From an optimization exercise on the open Yosys and OpenROAD flow, aimed at small area, a short achievable clock period and few clock cycles per item; shortcuts taken in it are not production practice.
Where RTL was checked, it was by simulation tests only, not by an equivalence proof against the original.
Power figures rest on the tool's default switching activity, not on a simulated workload.

==> 11-15 <==
## threshold_stage_sequencer
module threshold_stage_sequencer
#(
    parameter int STAGES = 8
) (
    input  wire logic         aclk,
    input  wire logic         aresetn,
    input  wire logic [183:0] s_tdata,
    input  wire logic [1:0]   s_tuser,
    input  wire logic         s_tvalid,
    output logic              s_tready,
    output logic      [71:0]  m_tdata,
    output logic              m_tvalid,
    input  wire logic         m_tready,
    input  wire logic         cfg_we,
    input  wire logic [3:0]   cfg_wdata
);
export LEC_CHECK = 0
export ABC_CLOCK_PERIOD_IN_PS = 2500
export CAP_MARGIN = 20
export CORE_MARGIN = 2
export CORE_UTILIZATION = 40
export SETUP_SLACK_MARGIN = 5
export SLEW_MARGIN = 20
create_clock -name core_clock -period 10.0 [get_ports {aclk}]
run.sh (not shown) runs the stock make flow with config.mk's settings and CLKGATE_MAP_FILE= SYNTH_SCRIPT=/design/flow/synth_recipe.tcl, a recipe that flattens the netlist after the stock synthesis.
==> 07-16: changes against 11-15 <==
--- a/flow/design.v
+++ b/flow/design.v
@@ -3,78 +3,12 @@
     localparam int S_TDATA_W = 184;
     localparam int S_TUSER_W = 2;
     localparam int M_TDATA_W = 72;
 endpackage
 `default_nettype wire
 `default_nettype none
-module tss_cmp #(
-    parameter int W = 16,
-    parameter int LG = 4
-) (
-    input  wire logic [W-1:0] a,
-    input  wire logic [W-1:0] b,
-    output logic              lt,
-    output logic              gt
-);
-    logic [(LG+1)*W-1:0] l, g;
-    assign l[W-1:0] = ~a & b;
-    assign g[W-1:0] = a & ~b;
-    for (genvar v = 0; v < LG; v++) begin : g_lv
-        for (genvar n = 0; n < W; n++) begin : g_n
-            if (n < (W >> (v + 1))) begin : g_node
-                assign g[(v+1)*W+n] = g[v*W+2*n+1] | (~l[v*W+2*n+1] & g[v*W+2*n]);
-                assign l[(v+1)*W+n] = l[v*W+2*n+1] | (~g[v*W+2*n+1] & l[v*W+2*n]);
-            end else begin : g_pad
-                assign g[(v+1)*W+n] = 1'b0;
-                assign l[(v+1)*W+n] = 1'b0;
-            end
-        end
-    end
-    assign lt = l[LG*W];
-    assign gt = g[LG*W];
-endmodule
-`default_nettype wire
-`default_nettype none
-module tss_add #(
-    parameter int W = 32,
-    parameter int LG = 5
-) (
-    input  wire logic [W-1:0] a,
-    input  wire logic [W-1:0] b,
-    input  wire logic         cin,
-    output logic      [W-1:0] sum
-);
-    logic [W-1:0]        p;
-    logic [(LG+1)*W-1:0] gg, pp;
-    assign p = a ^ b;
-    for (genvar i = 0; i < W; i++) begin : g_l0
-        if (i == 0) begin : g_b0
-            assign gg[0] = (a[0] & b[0]) | (p[0] & cin);
-        end else begin : g_bi
-            assign gg[i] = a[i] & b[i];
-        end
-        assign pp[i] = p[i];
-    end
-    for (genvar v = 0; v < LG; v++) begin : g_lv
-        for (genvar i = 0; i < W; i++) begin : g_n
-            if (i >= (1 << v)) begin : g_c
-                assign gg[(v+1)*W+i] = gg[v*W+i] | (pp[v*W+i] & gg[v*W+i-(1<<v)]);
-                assign pp[(v+1)*W+i] = pp[v*W+i] & pp[v*W+i-(1<<v)];
-            end else begin : g_p
-                assign gg[(v+1)*W+i] = gg[v*W+i];
-                assign pp[(v+1)*W+i] = pp[v*W+i];
-            end
-        end
-    end
-    assign sum[0] = p[0] ^ cin;
-    for (genvar i = 1; i < W; i++) begin : g_s
-        assign sum[i] = p[i] ^ gg[LG*W+i-1];
-    end
-endmodule
-`default_nettype wire
-`default_nettype none
 module threshold_stage_sequencer
 #(
     parameter int STAGES = 8
 ) (
     input  wire logic         aclk,
     input  wire logic         aresetn,
@@ -91,13 +25,14 @@
     logic rst_q;    
     logic sv;       
     logic adv;
     always_ff @(posedge aclk) begin
         rst_q <= !aresetn;
     end
-    assign adv = !sv;
+    assign adv      = !sv;
+    assign s_tready = !sv;
     logic [7:0] en;
     always_ff @(posedge aclk) begin
         if (!aresetn) begin
             en <= 8'd0;
         end else if (cfg_we) begin
             for (int i = 0; i < 8; i++) begin
@@ -129,24 +64,14 @@
     assign s0_val = s0d[38:7];
     assign s0_now = s0d[70:39];
     assign wr1    = s0v && (s0op == 2'd0) && adv;
     logic [895:0] thr;      
     logic [255:0] lim;      
     logic [7:0]   lovf;
-    logic [41:0] prod, pa, pb, pc, cs_s, cs_c;
-    assign pa   = {s0_val, 10'd0};
-    assign pb   = ~{6'd0, s0_val, 4'd0};
-    assign pc   = ~{7'd0, s0_val, 3'd0};
-    assign cs_s = pa ^ pb ^ pc;
-    assign cs_c = {(pa[40:0] & pb[40:0]) | (pa[40:0] & pc[40:0]) | (pb[40:0] & pc[40:0]), 1'b1};
-    tss_add #(.W(42), .LG(6)) u_prod (
-        .a   (cs_s),
-        .b   (cs_c),
-        .cin (1'b1),
-        .sum (prod)
-    );
+    logic [41:0] prod;
+    assign prod = ({10'd0, s0_val} << 10) - ({10'd0, s0_val} << 5) + ({10'd0, s0_val} << 3);
     logic [15:0] thr_bus;
     logic [31:0] lim_bus;
     logic        lovf_bus;
     assign thr_bus  = rst_q ? 16'd0 : s0_val[15:0];
     assign lim_bus  = rst_q ? 32'd0 : prod[31:0];
     assign lovf_bus = !rst_q && (prod[41:32] != 10'd0);
@@ -165,51 +90,28 @@
     end
     logic [31:0] start_r;     
     logic [31:0] s1_now;
     logic [55:0] a_lt, a_gt;
     logic [7:0]  c_a, c_b;
     logic [31:0] d_a, d_b;
-    for (genvar i = 0; i < 8; i++) begin : g_ac
-        for (genvar k = 0; k < 7; k++) begin : g_k
-            tss_cmp #(.W(16), .LG(4)) u_cmp (
-                .a  (s0d[71+16*k +: 16]),
-                .b  (thr[(i*7+k)*16 +: 16]),
-                .lt (a_lt[i*7+k]),
-                .gt (a_gt[i*7+k])
-            );
-        end
-    end
-    tss_add #(.W(32), .LG(5)) u_da (
-        .a   (s0_now),
-        .b   (~s1_now),
-        .cin (1'b1),
-        .sum (d_a)
-    );
-    tss_add #(.W(32), .LG(5)) u_db (
-        .a   (s0_now),
-        .b   (~start_r),
-        .cin (1'b1),
-        .sum (d_b)
-    );
-    logic [7:0] gt_a, gt_b;
-    for (genvar i = 0; i < 8; i++) begin : g_tc
-        tss_cmp #(.W(32), .LG(5)) u_ca (
-            .a  (d_a),
-            .b  (lim[i*32 +: 32]),
-            .lt (),
-            .gt (gt_a[i])
-        );
-        tss_cmp #(.W(32), .LG(5)) u_cb (
-            .a  (d_b),
-            .b  (lim[i*32 +: 32]),
-            .lt (),
-            .gt (gt_b[i])
-        );
+    always_comb begin
+        for (int i = 0; i < 8; i++) begin
+            for (int k = 0; k < 7; k++) begin
+                a_lt[i*7+k] = s0d[71+16*k +: 16] < thr[(i*7+k)*16 +: 16];
+                a_gt[i*7+k] = s0d[71+16*k +: 16] > thr[(i*7+k)*16 +: 16];
+            end
+        end
+    end
+    assign d_a = s0_now - s1_now;
+    assign d_b = s0_now - start_r;
+    always_comb begin
+        for (int i = 0; i < 8; i++) begin
+            c_a[i] = !lovf[i] && (d_a > lim[i*32 +: 32]);
+            c_b[i] = !lovf[i] && (d_b > lim[i*32 +: 32]);
+        end
     end
-    assign c_a = ~lovf & gt_a;
-    assign c_b = ~lovf & gt_b;
     logic         s1v;
     logic [1:0]   s1op;
     logic [111:0] s1_rd;
     logic [2:0]   s1_idx;
     logic [3:0]   s1_fld;
     logic [15:0]  s1_val;
@@ -283,18 +185,14 @@
         for (int k = 0; k < 7; k++) begin
             if (s1_fld == 4'(k + 2)) begin
                 ld_lrd = lrd[k*16 +: 16];
             end
         end
     end
-    tss_cmp #(.W(16), .LG(4)) u_ldcmp (
-        .a  (ld_lrd),
-        .b  (s1_val),
-        .lt (ld_lt),
-        .gt (ld_gt)
-    );
+    assign ld_lt = ld_lrd < s1_val;
+    assign ld_gt = ld_lrd > s1_val;
     always_ff @(posedge aclk) begin
         if (rst_q) begin
             act_oh  <= 8'd1;
             act     <= 3'd0;
             start_r <= 32'd0;
             lrd     <= '0;
@@ -404,21 +302,10 @@
             sd <= res2;
         end
         if (!mv || m_tready) begin
             md <= sv ? sd : res2;
         end
     end
-    logic rdy;
-    always_ff @(posedge aclk) begin
-        if (!aresetn) begin
-            rdy <= 1'b1;
-        end else if (sv) begin
-            rdy <= m_tready;
-        end else begin
-            rdy <= !(mv && !m_tready && v2);
-        end
-    end
-    assign s_tready = rdy;
     assign m_tvalid = mv;
     assign m_tdata  = {4'd0, md};
 endmodule
 `default_nettype wire
==> flow/config.mk (replaced) <==
export PLATFORM = sky130hd
export DESIGN_NAME = threshold_stage_sequencer
export DESIGN_NICKNAME = threshold_stage_sequencer
export VERILOG_FILES = /design/flow/design.v
export SDC_FILE = /design/flow/constraint.sdc
export NUM_CORES = 4
export LEC_CHECK = 0
export CAP_MARGIN = 20
export CORE_MARGIN = 2
export CORE_UTILIZATION = 40
export SLEW_MARGIN = 20
==> run notes <==
In 07-16 the critical path depth is higher than in 11-15, by 3. Fmax: 07-16 is lower than 11-15 (about 22%). Between 11-15 and 07-16, the lower non-clock buffer count is in 07-16 (gap 96). Utilization: 07-16 is lower than 11-15 (0.94 points).
Testbench counts of 07-16, summed over its fixed seeds: cycles 10,536, items 10,504.
Only the layout flow was run in 11-15; the RTL was not checked for function there.

==> amber <==
Another version of the RTL of threshold_stage_sequencer (not shown whole).
==> flow/design.v (excerpt) <==
module threshold_stage_sequencer
#(
    parameter int STAGES = 8
) (
    input  wire logic         aclk,
    input  wire logic         aresetn,
    input  wire logic [183:0] s_tdata,
    input  wire logic [1:0]   s_tuser,
    input  wire logic         s_tvalid,
    output logic              s_tready,
    output logic      [71:0]  m_tdata,
    output logic              m_tvalid,
    input  wire logic         m_tready,
    input  wire logic         cfg_we,
    input  wire logic [3:0]   cfg_wdata
);
export LEC_CHECK = 0
export CAP_MARGIN = 20
export CORE_MARGIN = 2
export CORE_UTILIZATION = 40
export SETUP_SLACK_MARGIN = 5
export SLEW_MARGIN = 20
create_clock -name core_clock -period 10.0 [get_ports {aclk}]
==> umber (differences from amber) <==
--- a/flow/design.v
+++ b/flow/design.v
@@ -70,10 +70,43 @@
         assign sum[i] = p[i] ^ gg[LG*W+i-1];
     end
 endmodule
 `default_nettype wire
 `default_nettype none
+module tss_tgt (
+    input  wire logic [31:0] now,
+    input  wire logic [31:0] s,
+    input  wire logic [31:0] l,
+    input  wire logic        ge,
+    output logic             gt
+);
+    logic [31:0] ns, nl, cs;
+    logic [32:0] cc;
+    assign ns = ~s;
+    assign nl = ~l;
+    assign cs = now ^ ns ^ nl;
+    assign cc = {(now & ns) | (now & nl) | (ns & nl), 1'b1};
+    logic [6*32-1:0] g, p;
+    assign g[31:0] = cs & cc[31:0];
+    assign p[31:0] = cs | cc[31:0];
+    for (genvar v = 0; v < 5; v++) begin : g_lv
+        for (genvar n = 0; n < 32; n++) begin : g_n
+            if (n < (32 >> (v + 1))) begin : g_node
+                assign g[(v+1)*32+n] = g[v*32+2*n+1] | (p[v*32+2*n+1] & g[v*32+2*n]);
+                assign p[(v+1)*32+n] = p[v*32+2*n+1] & p[v*32+2*n];
+            end else begin : g_pad
+                assign g[(v+1)*32+n] = 1'b0;
+                assign p[(v+1)*32+n] = 1'b0;
+            end
+        end
+    end
+    logic c32;
+    assign c32 = g[5*32];
+    assign gt = cc[32] ? (c32 || !ge) : (c32 && !ge);
+endmodule
+`default_nettype wire
+`default_nettype none
 module threshold_stage_sequencer
 #(
     parameter int STAGES = 8
 ) (
     input  wire logic         aclk,
@@ -110,14 +143,14 @@
     logic [1:0]   s0op;
     logic [182:0] s0d;
     always_ff @(posedge aclk) begin
         if (!aresetn) begin
             s0v <= 1'b0;
-        end else if (rdy) begin
+        end else if (adv) begin
             s0v <= s_tvalid;
         end
-        if (rdy) begin
+        if (adv) begin
             s0op <= s_tuser;
             s0d  <= s_tdata[182:0];
         end
     end
     logic [2:0]  s0_idx;
@@ -129,21 +162,38 @@
     assign s0_fld = s0d[6:3];
     assign s0_val = s0d[38:7];
     assign s0_now = s0d[70:39];
     assign s0_ld  = s0v && (s0op == 2'd0);
     logic [895:0] thr;      
+    logic [255:0] lim;      
+    logic [7:0]   lovf;
     logic [15:0]  thr_bus;
+    logic [31:0]  lim_bus;
+    logic         lovf_bus;
     logic         wr1;
-    assign thr_bus = rst_q ? 16'd0 : s0_val[15:0];
-    assign wr1     = s0_ld && adv;
+    logic [31:0] pa, pb, pc, cs_s, cs_c, lim_new;
+    assign pa   = {s0_val[21:0], 10'd0};
+    assign pb   = ~{s0_val[27:0], 4'd0};
+    assign pc   = ~{s0_val[28:0], 3'd0};
+    assign cs_s = pa ^ pb ^ pc;
+    assign cs_c = {(pa[30:0] & pb[30:0]) | (pa[30:0] & pc[30:0]) | (pb[30:0] & pc[30:0]), 1'b1};
+    tss_add #(.W(32), .LG(5)) u_lim (.a(cs_s), .b(cs_c), .cin(1'b1), .sum(lim_new));
+    assign thr_bus  = rst_q ? 16'd0 : s0_val[15:0];
+    assign lim_bus  = rst_q ? 32'd0 : lim_new;
+    assign lovf_bus = !rst_q && (s0_val > 32'd4294967);
+    assign wr1      = s0_ld && adv;
     always_ff @(posedge aclk) begin
         for (int i = 0; i < 8; i++) begin
             for (int k = 0; k < 7; k++) begin
                 if (rst_q || (wr1 && s0_idx == 3'(i) && s0_fld == 4'(k + 2))) begin
                     thr[(i*7+k)*16 +: 16] <= thr_bus;
                 end
             end
+            if (rst_q || (wr1 && s0_idx == 3'(i) && s0_fld == 4'd1)) begin
+                lim[i*32 +: 32] <= lim_bus;
+                lovf[i]         <= lovf_bus;
+            end
         end
     end
     logic         lq;         
     logic [31:0]  start_r;    
     logic [111:0] lrd;        
@@ -154,13 +204,11 @@
     logic [111:0] s1_rd;
     logic [2:0]   s1_idx;
     logic [3:0]   s1_fld;
     logic [15:0]  s1_val;
     logic [55:0]  s1_alt, s1_agt;
-    logic [7:0]   s1_x0, s1_x1, s1_se;
-    logic [31:0]  s1_da, s1_db;
-    logic         s1_lovf;
+    logic [7:0]   s1_x0, s1_x1, s1_c0, s1_c1, s1_se;
     logic [1:0]   s1_ldc0, s1_ldc1;
     logic [55:0] a_lt, a_gt;
     for (genvar i = 0; i < 8; i++) begin : g_ac
         for (genvar k = 0; k < 7; k++) begin : g_k
             tss_cmp #(.W(16), .LG(4)) u_cmp (
@@ -205,15 +253,18 @@
                 x1[i] = x1[i] | (a_lt[i*7+k] & s1_agt[i*7+k]) | (a_gt[i*7+k] & s1_alt[i*7+k]);
             end
             se[i] = s0v && (s0op == 2'd2) && en[i];
         end
     end
-    logic [31:0] d_a, d_b, v3;
-    tss_add #(.W(32), .LG(5)) u_da (.a(s0_now), .b(~s1_now),  .cin(1'b1), .sum(d_a));
-    tss_add #(.W(32), .LG(5)) u_db (.a(s0_now), .b(~start_r), .cin(1'b1), .sum(d_b));
-    tss_add #(.W(32), .LG(5)) u_v3 (.a({7'd0, s0_val[23:0], 1'b0}), .b({8'd0, s0_val[23:0]}),
-                                    .cin(1'b0), .sum(v3));
+    logic       lt_a, lt_b;
+    logic [7:0] gt_a, gt_b;
+    tss_cmp #(.W(32), .LG(5)) u_ga (.a(s0_now), .b(s1_now),  .lt(lt_a), .gt());
+    tss_cmp #(.W(32), .LG(5)) u_gb (.a(s0_now), .b(start_r), .lt(lt_b), .gt());
+    for (genvar i = 0; i < 8; i++) begin : g_tc
+        tss_tgt u_ta (.now(s0_now), .s(s1_now),  .l(lim[i*32 +: 32]), .ge(!lt_a), .gt(gt_a[i]));
+        tss_tgt u_tb (.now(s0_now), .s(start_r), .l(lim[i*32 +: 32]), .ge(!lt_b), .gt(gt_b[i]));
+    end
     always_ff @(posedge aclk) begin
         if (!aresetn) begin
             s1v <= 1'b0;
         end else if (adv) begin
             s1v <= s0v;
@@ -227,45 +278,36 @@
             s1_val  <= s0_val[15:0];
             s1_alt  <= a_lt;
             s1_agt  <= a_gt;
             s1_x0   <= x0;
             s1_x1   <= x1;
+            s1_c0   <= ~lovf & gt_b;
+            s1_c1   <= ~lovf & gt_a;
             s1_se   <= se;
-            s1_da   <= (s0op == 2'd0) ? s0_val : d_a;
-            s1_db   <= (s0op == 2'd0) ? v3 : d_b;
-            s1_lovf <= s0_val > 32'd4294967;
             s1_ldc0 <= ldc0;
             s1_ldc1 <= ldc1;
         end
     end
-    logic [255:0] lim;        
-    logic [7:0]   lovf;
     logic [7:0]   act_oh;     
     logic [2:0]   act;        
     logic [63:0]  mm;         
     logic [63:0]  num;        
     logic [511:0] outw;       
     logic s1_st, s1_ld;
     assign s1_st = s1v && (s1op == 2'd1);
     assign s1_ld = s1v && (s1op == 2'd0);
-    logic [7:0] gt_a, gt_b;
-    for (genvar i = 0; i < 8; i++) begin : g_tc
-        tss_cmp #(.W(32), .LG(5)) u_ca (.a(s1_da), .b(lim[i*32 +: 32]), .lt(), .gt(gt_a[i]));
-        tss_cmp #(.W(32), .LG(5)) u_cb (.a(s1_db), .b(lim[i*32 +: 32]), .lt(), .gt(gt_b[i]));
-    end
     logic [7:0] fire, first;
     logic [2:0] first_idx;
     logic       anyf, latch;
     always_comb begin
         for (int i = 0; i < 8; i++) begin
             logic m;
             m = 1'b0;
             for (int j = 0; j < 8; j++) begin
                 m = m | (act_oh[j] & mm[j*8+i]);
             end
-            fire[i] = s1_se[i] && m && (lq ? (s1_x1[i] || (!lovf[i] && gt_a[i]))
-                                           : (s1_x0[i] || (!lovf[i] && gt_b[i])));
+            fire[i] = s1_se[i] && m && (lq ? (s1_x1[i] || s1_c1[i]) : (s1_x0[i] || s1_c0[i]));
         end
     end
     always_comb begin
         first     = 8'd0;
         first_idx = 3'd0;
@@ -320,27 +362,16 @@
                     end
                 end
             end
         end
     end
-    logic [31:0] lim_new;
-    logic [31:0] lim_bus;
-    logic        lovf_bus;
-    tss_add #(.W(32), .LG(5)) u_lim (.a({s1_da[21:0], 10'd0}), .b(~{s1_db[28:0], 3'd0}),
-                                     .cin(1'b1), .sum(lim_new));
-    assign lim_bus  = rst_q ? 32'd0 : lim_new;
-    assign lovf_bus = !rst_q && s1_lovf;
     logic [15:0] val_bus;
     logic        wr2;
     assign val_bus = rst_q ? 16'd0 : s1_val;
     assign wr2     = s1_ld && adv;
     always_ff @(posedge aclk) begin
         for (int i = 0; i < 8; i++) begin
-            if (rst_q || (wr2 && s1_idx == 3'(i) && s1_fld == 4'd1)) begin
-                lim[i*32 +: 32] <= lim_bus;
-                lovf[i]         <= lovf_bus;
-            end
             if (rst_q || (wr2 && s1_idx == 3'(i) && s1_fld == 4'd0)) begin
                 num[i*8 +: 8] <= val_bus[7:0];
             end
             if (rst_q || (wr2 && s1_idx == 3'(i) && s1_fld == 4'd9)) begin
                 outw[i*64 +: 16] <= val_bus;
==> flow/flow/run.sh (new file) <==
#!/bin/bash
# Standard layout, with timing repair aimed at a tighter setup margin.
set -euo pipefail
bash standard.sh SETUP_SLACK_MARGIN=6.2 finish > standard_finish.log 2>&1
==> flow/standard.sh (new file) <==
#!/bin/bash
# synth_recipe.tcl (not shown) runs the flow's synth.tcl, then flattens the netlist and writes it again
# the make line also repeats each setting of config.mk as NAME=value (left out here)
make -C /OpenROAD-flow-scripts/flow DESIGN_CONFIG=/design/flow/config.mk WORK_HOME=/design/flow/orfs CLKGATE_MAP_FILE= SYNTH_SCRIPT=/design/flow/synth_recipe.tcl "${@:-finish}"
CORE_UTILIZATION = 60   (was 40)
SETUP_SLACK_MARGIN = unset   (was 5)
removed: flow/run.sh
==> ember (differences from amber) <==
--- a/flow/design.v
+++ b/flow/design.v
@@ -70,10 +70,43 @@
         assign sum[i] = p[i] ^ gg[LG*W+i-1];
     end
 endmodule
 `default_nettype wire
 `default_nettype none
+module tss_tgt (
+    input  wire logic [31:0] now,
+    input  wire logic [31:0] s,
+    input  wire logic [31:0] l,
+    input  wire logic        ge,
+    output logic             gt
+);
+    logic [31:0] ns, nl, cs;
+    logic [32:0] cc;
+    assign ns = ~s;
+    assign nl = ~l;
+    assign cs = now ^ ns ^ nl;
+    assign cc = {(now & ns) | (now & nl) | (ns & nl), 1'b1};
+    logic [6*32-1:0] g, p;
+    assign g[31:0] = cs & cc[31:0];
+    assign p[31:0] = cs | cc[31:0];
+    for (genvar v = 0; v < 5; v++) begin : g_lv
+        for (genvar n = 0; n < 32; n++) begin : g_n
+            if (n < (32 >> (v + 1))) begin : g_node
+                assign g[(v+1)*32+n] = g[v*32+2*n+1] | (p[v*32+2*n+1] & g[v*32+2*n]);
+                assign p[(v+1)*32+n] = p[v*32+2*n+1] & p[v*32+2*n];
+            end else begin : g_pad
+                assign g[(v+1)*32+n] = 1'b0;
+                assign p[(v+1)*32+n] = 1'b0;
+            end
+        end
+    end
+    logic c32;
+    assign c32 = g[5*32];
+    assign gt = cc[32] ? (c32 || !ge) : (c32 && !ge);
+endmodule
+`default_nettype wire
+`default_nettype none
 module threshold_stage_sequencer
 #(
     parameter int STAGES = 8
 ) (
     input  wire logic         aclk,
@@ -110,14 +143,14 @@
     logic [1:0]   s0op;
     logic [182:0] s0d;
     always_ff @(posedge aclk) begin
         if (!aresetn) begin
             s0v <= 1'b0;
-        end else if (rdy) begin
+        end else if (adv) begin
             s0v <= s_tvalid;
         end
-        if (rdy) begin
+        if (adv) begin
             s0op <= s_tuser;
             s0d  <= s_tdata[182:0];
         end
     end
     logic [2:0]  s0_idx;
@@ -129,21 +162,38 @@
     assign s0_fld = s0d[6:3];
     assign s0_val = s0d[38:7];
     assign s0_now = s0d[70:39];
     assign s0_ld  = s0v && (s0op == 2'd0);
     logic [895:0] thr;      
+    logic [255:0] lim;      
+    logic [7:0]   lovf;
     logic [15:0]  thr_bus;
+    logic [31:0]  lim_bus;
+    logic         lovf_bus;
     logic         wr1;
-    assign thr_bus = rst_q ? 16'd0 : s0_val[15:0];
-    assign wr1     = s0_ld && adv;
+    logic [31:0] pa, pb, pc, cs_s, cs_c, lim_new;
+    assign pa   = {s0_val[21:0], 10'd0};
+    assign pb   = ~{s0_val[27:0], 4'd0};
+    assign pc   = ~{s0_val[28:0], 3'd0};
+    assign cs_s = pa ^ pb ^ pc;
+    assign cs_c = {(pa[30:0] & pb[30:0]) | (pa[30:0] & pc[30:0]) | (pb[30:0] & pc[30:0]), 1'b1};
+    tss_add #(.W(32), .LG(5)) u_lim (.a(cs_s), .b(cs_c), .cin(1'b1), .sum(lim_new));
+    assign thr_bus  = rst_q ? 16'd0 : s0_val[15:0];
+    assign lim_bus  = rst_q ? 32'd0 : lim_new;
+    assign lovf_bus = !rst_q && (s0_val > 32'd4294967);
+    assign wr1      = s0_ld && adv;
     always_ff @(posedge aclk) begin
         for (int i = 0; i < 8; i++) begin
             for (int k = 0; k < 7; k++) begin
                 if (rst_q || (wr1 && s0_idx == 3'(i) && s0_fld == 4'(k + 2))) begin
                     thr[(i*7+k)*16 +: 16] <= thr_bus;
                 end
             end
+            if (rst_q || (wr1 && s0_idx == 3'(i) && s0_fld == 4'd1)) begin
+                lim[i*32 +: 32] <= lim_bus;
+                lovf[i]         <= lovf_bus;
+            end
         end
     end
     logic         lq;         
     logic [31:0]  start_r;    
     logic [111:0] lrd;        
@@ -154,13 +204,11 @@
     logic [111:0] s1_rd;
     logic [2:0]   s1_idx;
     logic [3:0]   s1_fld;
     logic [15:0]  s1_val;
     logic [55:0]  s1_alt, s1_agt;
-    logic [7:0]   s1_x0, s1_x1, s1_se;
-    logic [31:0]  s1_da, s1_db;
-    logic         s1_lovf;
+    logic [7:0]   s1_x0, s1_x1, s1_c0, s1_c1, s1_se;
     logic [1:0]   s1_ldc0, s1_ldc1;
     logic [55:0] a_lt, a_gt;
     for (genvar i = 0; i < 8; i++) begin : g_ac
         for (genvar k = 0; k < 7; k++) begin : g_k
             tss_cmp #(.W(16), .LG(4)) u_cmp (
@@ -205,15 +253,18 @@
                 x1[i] = x1[i] | (a_lt[i*7+k] & s1_agt[i*7+k]) | (a_gt[i*7+k] & s1_alt[i*7+k]);
             end
             se[i] = s0v && (s0op == 2'd2) && en[i];
         end
     end
-    logic [31:0] d_a, d_b, v3;
-    tss_add #(.W(32), .LG(5)) u_da (.a(s0_now), .b(~s1_now),  .cin(1'b1), .sum(d_a));
-    tss_add #(.W(32), .LG(5)) u_db (.a(s0_now), .b(~start_r), .cin(1'b1), .sum(d_b));
-    tss_add #(.W(32), .LG(5)) u_v3 (.a({7'd0, s0_val[23:0], 1'b0}), .b({8'd0, s0_val[23:0]}),
-                                    .cin(1'b0), .sum(v3));
+    logic       lt_a, lt_b;
+    logic [7:0] gt_a, gt_b;
+    tss_cmp #(.W(32), .LG(5)) u_ga (.a(s0_now), .b(s1_now),  .lt(lt_a), .gt());
+    tss_cmp #(.W(32), .LG(5)) u_gb (.a(s0_now), .b(start_r), .lt(lt_b), .gt());
+    for (genvar i = 0; i < 8; i++) begin : g_tc
+        tss_tgt u_ta (.now(s0_now), .s(s1_now),  .l(lim[i*32 +: 32]), .ge(!lt_a), .gt(gt_a[i]));
+        tss_tgt u_tb (.now(s0_now), .s(start_r), .l(lim[i*32 +: 32]), .ge(!lt_b), .gt(gt_b[i]));
+    end
     always_ff @(posedge aclk) begin
         if (!aresetn) begin
             s1v <= 1'b0;
         end else if (adv) begin
             s1v <= s0v;
@@ -227,45 +278,36 @@
             s1_val  <= s0_val[15:0];
             s1_alt  <= a_lt;
             s1_agt  <= a_gt;
             s1_x0   <= x0;
             s1_x1   <= x1;
+            s1_c0   <= ~lovf & gt_b;
+            s1_c1   <= ~lovf & gt_a;
             s1_se   <= se;
-            s1_da   <= (s0op == 2'd0) ? s0_val : d_a;
-            s1_db   <= (s0op == 2'd0) ? v3 : d_b;
-            s1_lovf <= s0_val > 32'd4294967;
             s1_ldc0 <= ldc0;
             s1_ldc1 <= ldc1;
         end
     end
-    logic [255:0] lim;        
-    logic [7:0]   lovf;
     logic [7:0]   act_oh;     
     logic [2:0]   act;        
     logic [63:0]  mm;         
     logic [63:0]  num;        
     logic [511:0] outw;       
     logic s1_st, s1_ld;
     assign s1_st = s1v && (s1op == 2'd1);
     assign s1_ld = s1v && (s1op == 2'd0);
-    logic [7:0] gt_a, gt_b;
-    for (genvar i = 0; i < 8; i++) begin : g_tc
-        tss_cmp #(.W(32), .LG(5)) u_ca (.a(s1_da), .b(lim[i*32 +: 32]), .lt(), .gt(gt_a[i]));
-        tss_cmp #(.W(32), .LG(5)) u_cb (.a(s1_db), .b(lim[i*32 +: 32]), .lt(), .gt(gt_b[i]));
-    end
     logic [7:0] fire, first;
     logic [2:0] first_idx;
     logic       anyf, latch;
     always_comb begin
         for (int i = 0; i < 8; i++) begin
             logic m;
             m = 1'b0;
             for (int j = 0; j < 8; j++) begin
                 m = m | (act_oh[j] & mm[j*8+i]);
             end
-            fire[i] = s1_se[i] && m && (lq ? (s1_x1[i] || (!lovf[i] && gt_a[i]))
-                                           : (s1_x0[i] || (!lovf[i] && gt_b[i])));
+            fire[i] = s1_se[i] && m && (lq ? (s1_x1[i] || s1_c1[i]) : (s1_x0[i] || s1_c0[i]));
         end
     end
     always_comb begin
         first     = 8'd0;
         first_idx = 3'd0;
@@ -320,27 +362,16 @@
                     end
                 end
             end
         end
     end
-    logic [31:0] lim_new;
-    logic [31:0] lim_bus;
-    logic        lovf_bus;
-    tss_add #(.W(32), .LG(5)) u_lim (.a({s1_da[21:0], 10'd0}), .b(~{s1_db[28:0], 3'd0}),
-                                     .cin(1'b1), .sum(lim_new));
-    assign lim_bus  = rst_q ? 32'd0 : lim_new;
-    assign lovf_bus = !rst_q && s1_lovf;
     logic [15:0] val_bus;
     logic        wr2;
     assign val_bus = rst_q ? 16'd0 : s1_val;
     assign wr2     = s1_ld && adv;
     always_ff @(posedge aclk) begin
         for (int i = 0; i < 8; i++) begin
-            if (rst_q || (wr2 && s1_idx == 3'(i) && s1_fld == 4'd1)) begin
-                lim[i*32 +: 32] <= lim_bus;
-                lovf[i]         <= lovf_bus;
-            end
             if (rst_q || (wr2 && s1_idx == 3'(i) && s1_fld == 4'd0)) begin
                 num[i*8 +: 8] <= val_bus[7:0];
             end
             if (rst_q || (wr2 && s1_idx == 3'(i) && s1_fld == 4'd9)) begin
                 outw[i*64 +: 16] <= val_bus;
==> flow/flow/run.sh (new file) <==
#!/bin/bash
# Standard layout, with timing repair aimed at a tighter setup margin.
set -euo pipefail
bash standard.sh SETUP_SLACK_MARGIN=6.5 finish > standard_finish.log 2>&1
==> flow/standard.sh (new file) <==
#!/bin/bash
# synth_recipe.tcl (not shown) runs the flow's synth.tcl, then flattens the netlist and writes it again
# the make line also repeats each setting of config.mk as NAME=value (left out here)
make -C /OpenROAD-flow-scripts/flow DESIGN_CONFIG=/design/flow/config.mk WORK_HOME=/design/flow/orfs CLKGATE_MAP_FILE= SYNTH_SCRIPT=/design/flow/synth_recipe.tcl "${@:-finish}"
CORE_UTILIZATION = 60   (was 40)
SETUP_SLACK_MARGIN = unset   (was 5)
removed: flow/run.sh
==> maple (differences from amber) <==
==> flow/flow/run.sh (new file) <==
#!/bin/bash
# Standard layout, with timing repair aimed at a tighter setup margin.
set -euo pipefail
bash standard.sh SETUP_SLACK_MARGIN=6.5 finish > standard_finish.log 2>&1
==> flow/standard.sh (new file) <==
#!/bin/bash
# synth_recipe.tcl (not shown) runs the flow's synth.tcl, then flattens the netlist and writes it again
# the make line also repeats each setting of config.mk as NAME=value (left out here)
make -C /OpenROAD-flow-scripts/flow DESIGN_CONFIG=/design/flow/config.mk WORK_HOME=/design/flow/orfs CLKGATE_MAP_FILE= SYNTH_SCRIPT=/design/flow/synth_recipe.tcl "${@:-finish}"
SETUP_SLACK_MARGIN = unset   (was 5)
removed: flow/run.sh
==> summary of the runs <==
- Count of clock-buffer cells in the layout, lowest first: ember, umber, maple, amber.
- In amber the fmax is lower than in maple, by about 14%.
- Flip-flop and latch count is the same in ember and umber.
- Final area: amber < umber < maple < ember.
- In umber the non-clock buffer count is higher than in amber, by 334.
- Global-route usage: ember > umber > maple > amber.
- Against maple, the critical path depth of amber is lower by 6.
- Total power, lowest first: umber, ember, amber, maple.
- Wire length: ember > maple > umber > amber.
- Combinational power: amber < umber < ember < maple.
Testbench counts of umber, summed over its fixed seeds: cycles 10,536, items 10,504.
Testbench counts of ember, summed over its fixed seeds: cycles 10,536, items 10,504.
Only the layout flow was run in amber and maple; the RTL was not checked for function there.

[re-timing with driven ports]
In the flow no input, the clock included, has a driving cell. The finished layouts below were timed again as built, in two steps. Step 1 assumes that a clkbuf_16 drives the clock port and a buf_2 every other input. Step 2 times the ports against the registers' clock, not the clock port: input delays grow and output delays shrink by t, the midpoint of the rising clock arrivals with the driver on. Three values: ideal, step 1, step 2; two values: the first two.
| run | t, ns | slack for setup (ns) | latest minus earliest clock arrival (ns) |
|---|---|---|---|
| 11-15 | 0.990 | 4.904 / 4.904 / 4.904 | 0.062 / 0.062 |
| 07-16 | 1.017 | 3.435 / 3.435 / 3.435 | 0.078 / 0.078 |
| amber | 1.026 | 5.060 / 5.060 / 5.060 | 0.070 / 0.069 |
| umber | 1.030 | 6.102 / 6.102 / 6.102 | 0.104 / 0.103 |
| ember | 1.056 | 6.043 / 6.043 / 6.002 | 0.106 / 0.105 |
| maple | 1.016 | 5.728 / 5.728 / 5.728 | 0.060 / 0.060 |
After both steps setup and hold are still met in every run listed. For ember, which loses most, drivers alone change the setup slack by 0.000 ns; drivers and shift together by -0.041 ns.
